Background: an optimization exercise with open tools, aiming at small area. Do not read the settings as production practice. Function was checked by simulation only, so behaviour that the tests miss may differ from the original. Power is estimated from default activity; no workload was simulated.

[flow/design.v]
`default_nettype none
module aes_run_sequencer #(
    parameter int DATA_W      = 128,
    parameter int TIMEOUT_CYC = 1024
) (
    input  logic               clk,
    input  logic               rst,
    input  logic               swrst,
    input  logic               run,
    input  logic               extin_en,
    input  logic [7:0]         extin_addr,
    input  logic [DATA_W-1:0]  extin_data,
    input  logic [7:0]         extout_addr,
    output logic [DATA_W-1:0]  extout_data,
    output logic [DATA_W-1:0]  core_key,
    output logic [DATA_W-1:0]  core_din,
    output logic               core_start,
    input  logic [DATA_W-1:0]  core_dout,
    input  logic               core_done,
    output logic               core_abort,
    output logic               trigger,
    output logic               busy
);
    localparam logic [7:0] C_ADDR_KEY    = 8'd0;
    localparam logic [7:0] C_ADDR_PT     = 8'd1;
    localparam logic [7:0] C_ADDR_CT     = 8'd2;
    localparam logic [7:0] C_ADDR_CFG    = 8'd3;
    localparam logic [7:0] C_ADDR_STATUS = 8'd4;
    localparam int                 C_CNT_W    = $clog2(TIMEOUT_CYC);
    localparam logic [C_CNT_W-1:0] C_TMO_LAST = C_CNT_W'(TIMEOUT_CYC - 1);
    typedef enum logic [2:0] {
        S_IDLE  = 3'd0,
        S_LOAD  = 3'd1,
        S_START = 3'd2,
        S_WAIT  = 3'd3,
        S_STORE = 3'd4
    } state_t;
    state_t r_state;
    state_t w_state_next;
    logic [DATA_W-1:0]  r_key;
    logic [DATA_W-1:0]  r_pt;
    logic [DATA_W-1:0]  r_ct;
    logic [DATA_W-1:0]  r_cfg;
    logic               r_timeout;
    logic               r_wr_drop;
    logic [7:0]         r_iter_cnt;
    logic [7:0]         r_iter_tgt;
    logic [C_CNT_W-1:0] r_tmo_cnt;
    logic [DATA_W-1:0]  r_dout_cap;
    logic [DATA_W-1:0]  r_core_key;
    logic [DATA_W-1:0]  r_core_din;
    logic               r_abort;
    logic [DATA_W-1:0]  r_extout;
    logic               w_busy;
    logic               w_core_start;
    logic               w_trigger;
    logic               w_run_accept;
    logic               w_timeout_hit;
    logic               w_iter_more;
    logic               w_writable;
    logic               w_wr_en;
    logic [7:0]         w_cfg_iter;
    logic [DATA_W-1:0]  w_rd_data;
    assign w_busy = (r_state != S_IDLE);
    assign w_writable = (extin_addr == C_ADDR_KEY) ||
                        (extin_addr == C_ADDR_PT)  ||
                        (extin_addr == C_ADDR_CFG);
    assign w_wr_en = extin_en && w_writable && !w_busy && !swrst;
    assign w_cfg_iter = (w_wr_en && (extin_addr == C_ADDR_CFG)) ?
                        extin_data[7:0] : r_cfg[7:0];
    assign w_iter_more = (({1'b0, r_iter_cnt} + 9'd1) < {1'b0, r_iter_tgt});
    always_ff @(posedge clk) begin
        if (rst) begin
            r_state <= S_IDLE;
        end else begin
            r_state <= w_state_next;
        end
    end
    always_comb begin
        w_state_next  = r_state;
        w_core_start  = 1'b0;
        w_trigger     = 1'b0;
        w_run_accept  = 1'b0;
        w_timeout_hit = 1'b0;
        case (r_state)
            S_IDLE: begin
                if (run) begin
                    w_state_next = S_LOAD;
                    w_run_accept = 1'b1;
                end
            end
            S_LOAD: begin
                w_state_next = S_START;
            end
            S_START: begin
                w_core_start = 1'b1;
                w_trigger    = 1'b1;
                w_state_next = S_WAIT;
            end
            S_WAIT: begin
                w_trigger = 1'b1;
                if (core_done) begin
                    w_state_next = S_STORE;
                end else if (r_tmo_cnt == C_TMO_LAST) begin
                    w_state_next  = S_IDLE;
                    w_timeout_hit = 1'b1;
                end
            end
            S_STORE: begin
                w_state_next = w_iter_more ? S_LOAD : S_IDLE;
            end
            default: begin
                w_state_next = S_IDLE;
            end
        endcase
        if (swrst) begin
            w_state_next  = S_IDLE;
            w_run_accept  = 1'b0;
            w_timeout_hit = 1'b0;
        end
    end
    always_ff @(posedge clk) begin
        if (rst) begin
            r_key <= '0;
            r_pt  <= '0;
            r_cfg <= '0;
        end else if (w_wr_en) begin
            case (extin_addr)
                C_ADDR_KEY: r_key <= extin_data;
                C_ADDR_PT:  r_pt  <= extin_data;
                C_ADDR_CFG: r_cfg <= extin_data;
                default: ;
            endcase
        end
    end
    always_ff @(posedge clk) begin
        if (rst) begin
            r_ct       <= '0;
            r_timeout  <= 1'b0;
            r_wr_drop  <= 1'b0;
            r_iter_cnt <= '0;
            r_iter_tgt <= '0;
            r_tmo_cnt  <= '0;
            r_dout_cap <= '0;
            r_core_key <= '0;
            r_core_din <= '0;
            r_abort    <= 1'b0;
        end else begin
            r_abort <= swrst || w_timeout_hit;
            if (swrst) begin
                r_ct       <= '0;
                r_timeout  <= 1'b0;
                r_wr_drop  <= 1'b0;
                r_iter_cnt <= '0;
                r_dout_cap <= '0;
            end else begin
                if (extin_en && w_writable && w_busy) begin
                    r_wr_drop <= 1'b1;
                end
                if (w_run_accept) begin
                    r_timeout  <= 1'b0;
                    r_wr_drop  <= 1'b0;
                    r_iter_cnt <= '0;
                    r_iter_tgt <= (w_cfg_iter == 8'd0) ? 8'd1 : w_cfg_iter;
                end
                if (w_timeout_hit) begin
                    r_timeout <= 1'b1;
                end
                case (r_state)
                    S_LOAD: begin
                        r_core_key <= r_key;
                        r_core_din <= (r_iter_cnt == 8'd0) ? r_pt : r_ct;
                    end
                    S_START: begin
                        r_tmo_cnt <= '0;
                    end
                    S_WAIT: begin
                        r_tmo_cnt <= r_tmo_cnt + C_CNT_W'(1);
                        if (core_done) begin
                            r_dout_cap <= core_dout;
                        end
                    end
                    S_STORE: begin
                        r_ct <= r_dout_cap;
                        if (r_iter_cnt != 8'hFF) begin
                            r_iter_cnt <= r_iter_cnt + 8'd1;
                        end
                    end
                    default: ;
                endcase
            end
        end
    end
    always_comb begin
        w_rd_data = '0;
        case (extout_addr)
            C_ADDR_KEY: w_rd_data = r_key;
            C_ADDR_PT:  w_rd_data = r_pt;
            C_ADDR_CT:  w_rd_data = r_ct;
            C_ADDR_CFG: w_rd_data = r_cfg;
            C_ADDR_STATUS: begin
                w_rd_data[0]    = w_busy;
                w_rd_data[1]    = r_timeout;
                w_rd_data[2]    = r_wr_drop;
                w_rd_data[15:8] = r_iter_cnt;
            end
            default: w_rd_data = '0;
        endcase
    end
    always_ff @(posedge clk) begin
        if (rst) begin
            r_extout <= '0;
        end else begin
            r_extout <= w_rd_data;
        end
    end
    assign extout_data = r_extout;
    assign core_key    = r_core_key;
    assign core_din    = r_core_din;
    assign core_start  = w_core_start;
    assign core_abort  = r_abort;
    assign trigger     = w_trigger;
    assign busy        = w_busy;
endmodule
`default_nettype wire
[flow/constraint.sdc]
create_clock -name core_clock -period 5.0 [get_ports {clk}]
set_input_delay 1.0000 -clock core_clock [delete_from_list [all_inputs] [get_ports {clk}]]
set_output_delay 1.0000 -clock core_clock [all_outputs]
set_load 0.01 [all_outputs]
[flow/run.sh]
#!/bin/bash
# synth_recipe.tcl (not shown) runs the flow's synth.tcl, then flattens the netlist and writes it again
# the make line also repeats each setting of config.mk as NAME=value (left out here)
make -C /OpenROAD-flow-scripts/flow DESIGN_CONFIG=/design/flow/config.mk WORK_HOME=/design/flow/orfs CLKGATE_MAP_FILE= SYNTH_SCRIPT=/design/flow/synth_recipe.tcl finish
[flow/config.mk]
export PLATFORM = sky130hd
export DESIGN_NAME = aes_run_sequencer
export DESIGN_NICKNAME = aes_run_sequencer
export VERILOG_FILES = /design/flow/design.v
export SDC_FILE = /design/flow/constraint.sdc
export NUM_CORES = 4
export LEC_CHECK = 0
export CAP_MARGIN = 20
export CORE_MARGIN = 2
export CORE_UTILIZATION = 40
export SLEW_MARGIN = 20
==> metrics.yaml <==
num_vias: 36100
drive_above_1_share: 0.0540
hold_class: "register to register"
numCtsBuffers: 111
gp_congestion: 0.838
crit_buf_inv: 1
peakVddDrop_mv: 0.277
cpMaxStageDelayCell: "clkdlybuf4s50_1"
yosys_warnings: 1
ioPinCount: 666
cts_sinks: 1056
final_util: 0.511
ant_nets: 0
power.density_mw_per_mm2: 343
timing.rr.start: "r_iter_cnt[0]$_SDFF_PP0_"
path_class: "register to primary output"
numPortBuffers: 665
crit_start: "r_state[1]$_SDFFE_PP0P_"
synthToLayoutAreaGrowth_pct: 26.9
whs_ps: 445
vias_per_cell: 5.40
final_max_slew_viol_count: 0
drv_cap: 0
fin_crit_ps: 3700
synth_flop_cell: "dfxtp_1"
cts_tree: "yes"
netlist_area_sq_mm: 0.0402
syn_avg_cell_area_sq_um: 8.30
clk_pin_slew_ps: 60
cts_resized: 0
worstPathRequired_ps: 4000
synth_cell_type_count: 57
core_sq_mm: 0.0999
met1_length_um: 64900
htreeDepth: 3
synth-edff-count: 0
async_reset_ff_frac: 0
hold_viol: 0
grt_overflow: 0
routedWlPerCell_um: 22.2
placed_cells: 6464
crit_chain: "nor2b_1 -> clkdlybuf4s50_1"
grt_pass1_wl_um: 220000
grtUsageTotal: 0.278
crit_family: "buffers and inverters"
fin_nets: 5567
fp-row-count: 116
final_cells: 6683
crit_arrival_ps: 2700
synth_cells: 4842
wl_met3_um: 12200
cts_setup_buffers: 0
die_width_um: 321
holdBufCountCts: 0
crit_fanout: 11
drtIter0Drc: 3205
post-route-period-util: 0.739
clock_path_buffers: 3
ctsRootBufferMaster: "clkbuf_16"
grt_max_degree: 193
drc: 0
die_area_sq_mm: 0.103
hpwl_um: 91500
clk_latency_ps: 710
timing.fmax_ghz: 0.271
rsz0062_at_grt: "no"
slew_headroom: 0.174
critPathMaxStageDelay_ps: 790
synth_fp_nets: 5130
setup_viol: 0
fin_skew_ps: 21.0
critPathLaunchType: "register"
firstDrtPassIters: 6
endpoint_kind: "primary output"
met2_length_um: 67500
antenna_found_initial: 25
routed_wl_um: 148000
seq_area_frac_synth: 0.526
ys_seq_elements: 1056
grt_pass1_vias: 34700
min-delay-start: "r_dout_cap[126]$_SDFFE_PP0P_"
start_util: 0.402
top_layer: "met5"
die-height_um: 321
fin_setup_tns_ps: 0
status: "timing/DRC/antenna clean"
power_leakage_nw: 16.2
worstMarginPinSlew_ps: 1240
==> cells by family after synthesis <==
kind of cell,Yosys count,share of synthesized area
compound gates,1074,0.158
xor+xnor,13,0.00283
fa+ha+maj,10,0.00311
buf+inv,404,0.0483
flops,1056,0.526
mux,264,0.0661
simple gates,2021,0.195
==> layer usage <==
layer,vias to the layer above,global-route usage
met5,-,0
met4,22,0.0861
met3,241,0.0680
met2,1309,0.446
met1,17400,0.370
li1,17100,-
==> cells in the mapped netlist, drive strengths merged (10+ instances only) <==
cell type     n  area [sq um]
nand3        11          55.1
clkbuf      208           782
mux2         12           135
a22o         11          96.3
a222oi       10           100
nor2        411          1540
buf         186          1120
a221oi      117          1020
inv          10          37.5
a211oi      136          1120
nand2      1543          5790
mux2i       252          2520
o21ai        11          55.1
ha           10           125
nor3         11          60.1
a21oi       782          3910
dfxtp      1056         21100
==> stage by stage <==
stage	total power, W	setup slack (ps)	area, sq um
finish	0.0175	1300	51000
global route	0.0180	1280	51000
detailed placement	0.00957	1250	47400
floorplan	0.00903	2660	40200
global placement	0.00956	1280	47400
CTS	0.0176	1310	51000
==> worst paths after layout <==
path                            depth (start not counted)                           end  slack (ps)
worst max-delay path                                    2                       trigger        1300
worst min-delay path                                    2        r_ct[126]$_SDFFE_PP0P_         450
worst min register to register                          2        r_ct[126]$_SDFFE_PP0P_         450
worst max register to register                          7  r_core_din[102]$_SDFFE_PP0P_        2020
==> final cells by class <==
cell class,count,area (sq um)
clock buffers,172,3340
clock inverters,34,245
inverters,10,37.5
diodes,13,32.5
well taps,1298,1620
multi-input cells,3382,17200
flip-flops and latches,1056,21100
fillers,9673,48800
repair buffers,718,7380
==> worst register-to-register path, delay by kind of cell, from the launching register on <==
kind	cells	cell delay, ps
AOI/OAI and AO/OA	1	140
adders and majority gates	1	130
muxes	1	560
DFF	1	370
and+or+nand+nor	2	1060
buffers and inverters	2	550
==> report_power, final <==
group / internal (W) / switching (W)
combinational: 0.000374 / 0.000502
clock: 0.00459 / 0.00354
sequential: 0.00847 / 0.0000418
total: 0.0134 / 0.00408
==> sequential cells by signal, summed over array words and instances (netlist names), 128 cells and up <==
name and flops:
r_core_din 128, r_dout_cap 128, r_cfg 128, r_key 128, r_ct 128, r_core_key 128
r_pt 128, r_extout 128
==> layout by cell type (no fill, tap or decap), types with 20 or more instances in the layout <==
cell type        synthesis  routed
a221oi_1               117     117
buf_4                   23      27
nor2_1                 411     411
nand2_1               1543    1541
a21oi_1                782     782
clkbuf_1               207      29
a211oi_1               116     116
clkdlybuf4s50_1          0     662
dfxtp_1               1056    1056
buf_12                   0      25
a211oi_2                20      20
clkbuf_16                0     112
clkbuf_8                 0      32
mux2i_1                252     252
clkinv_2                 0      22

-- what the ideal ports hide --
The results above use ideal ports. As a check the final layout listed here was re-extracted and re-timed, cells and wires unchanged. Step 1 sets driving cells, clkbuf_16 on the clock port and buf_2 on the other inputs (assumed; they add their load-dependent delay and slew). Step 2 moves the port delays by t, midway between the first and last clock arrival at a register: inputs arrive t later, outputs are due t later. That takes back most of the time a late clock gives input paths. a / b / c = no drivers / after step 1 / after step 2; a / b = the first two.
t, ns: 0.768
setup WS [ns]: 1.305 / 1.236 / 1.141
cell pins on the clock port's net: 1
After both steps setup and hold are still met in this run. For this run, drivers alone change the setup slack by -0.069 ns; drivers and shift together by -0.164 ns.
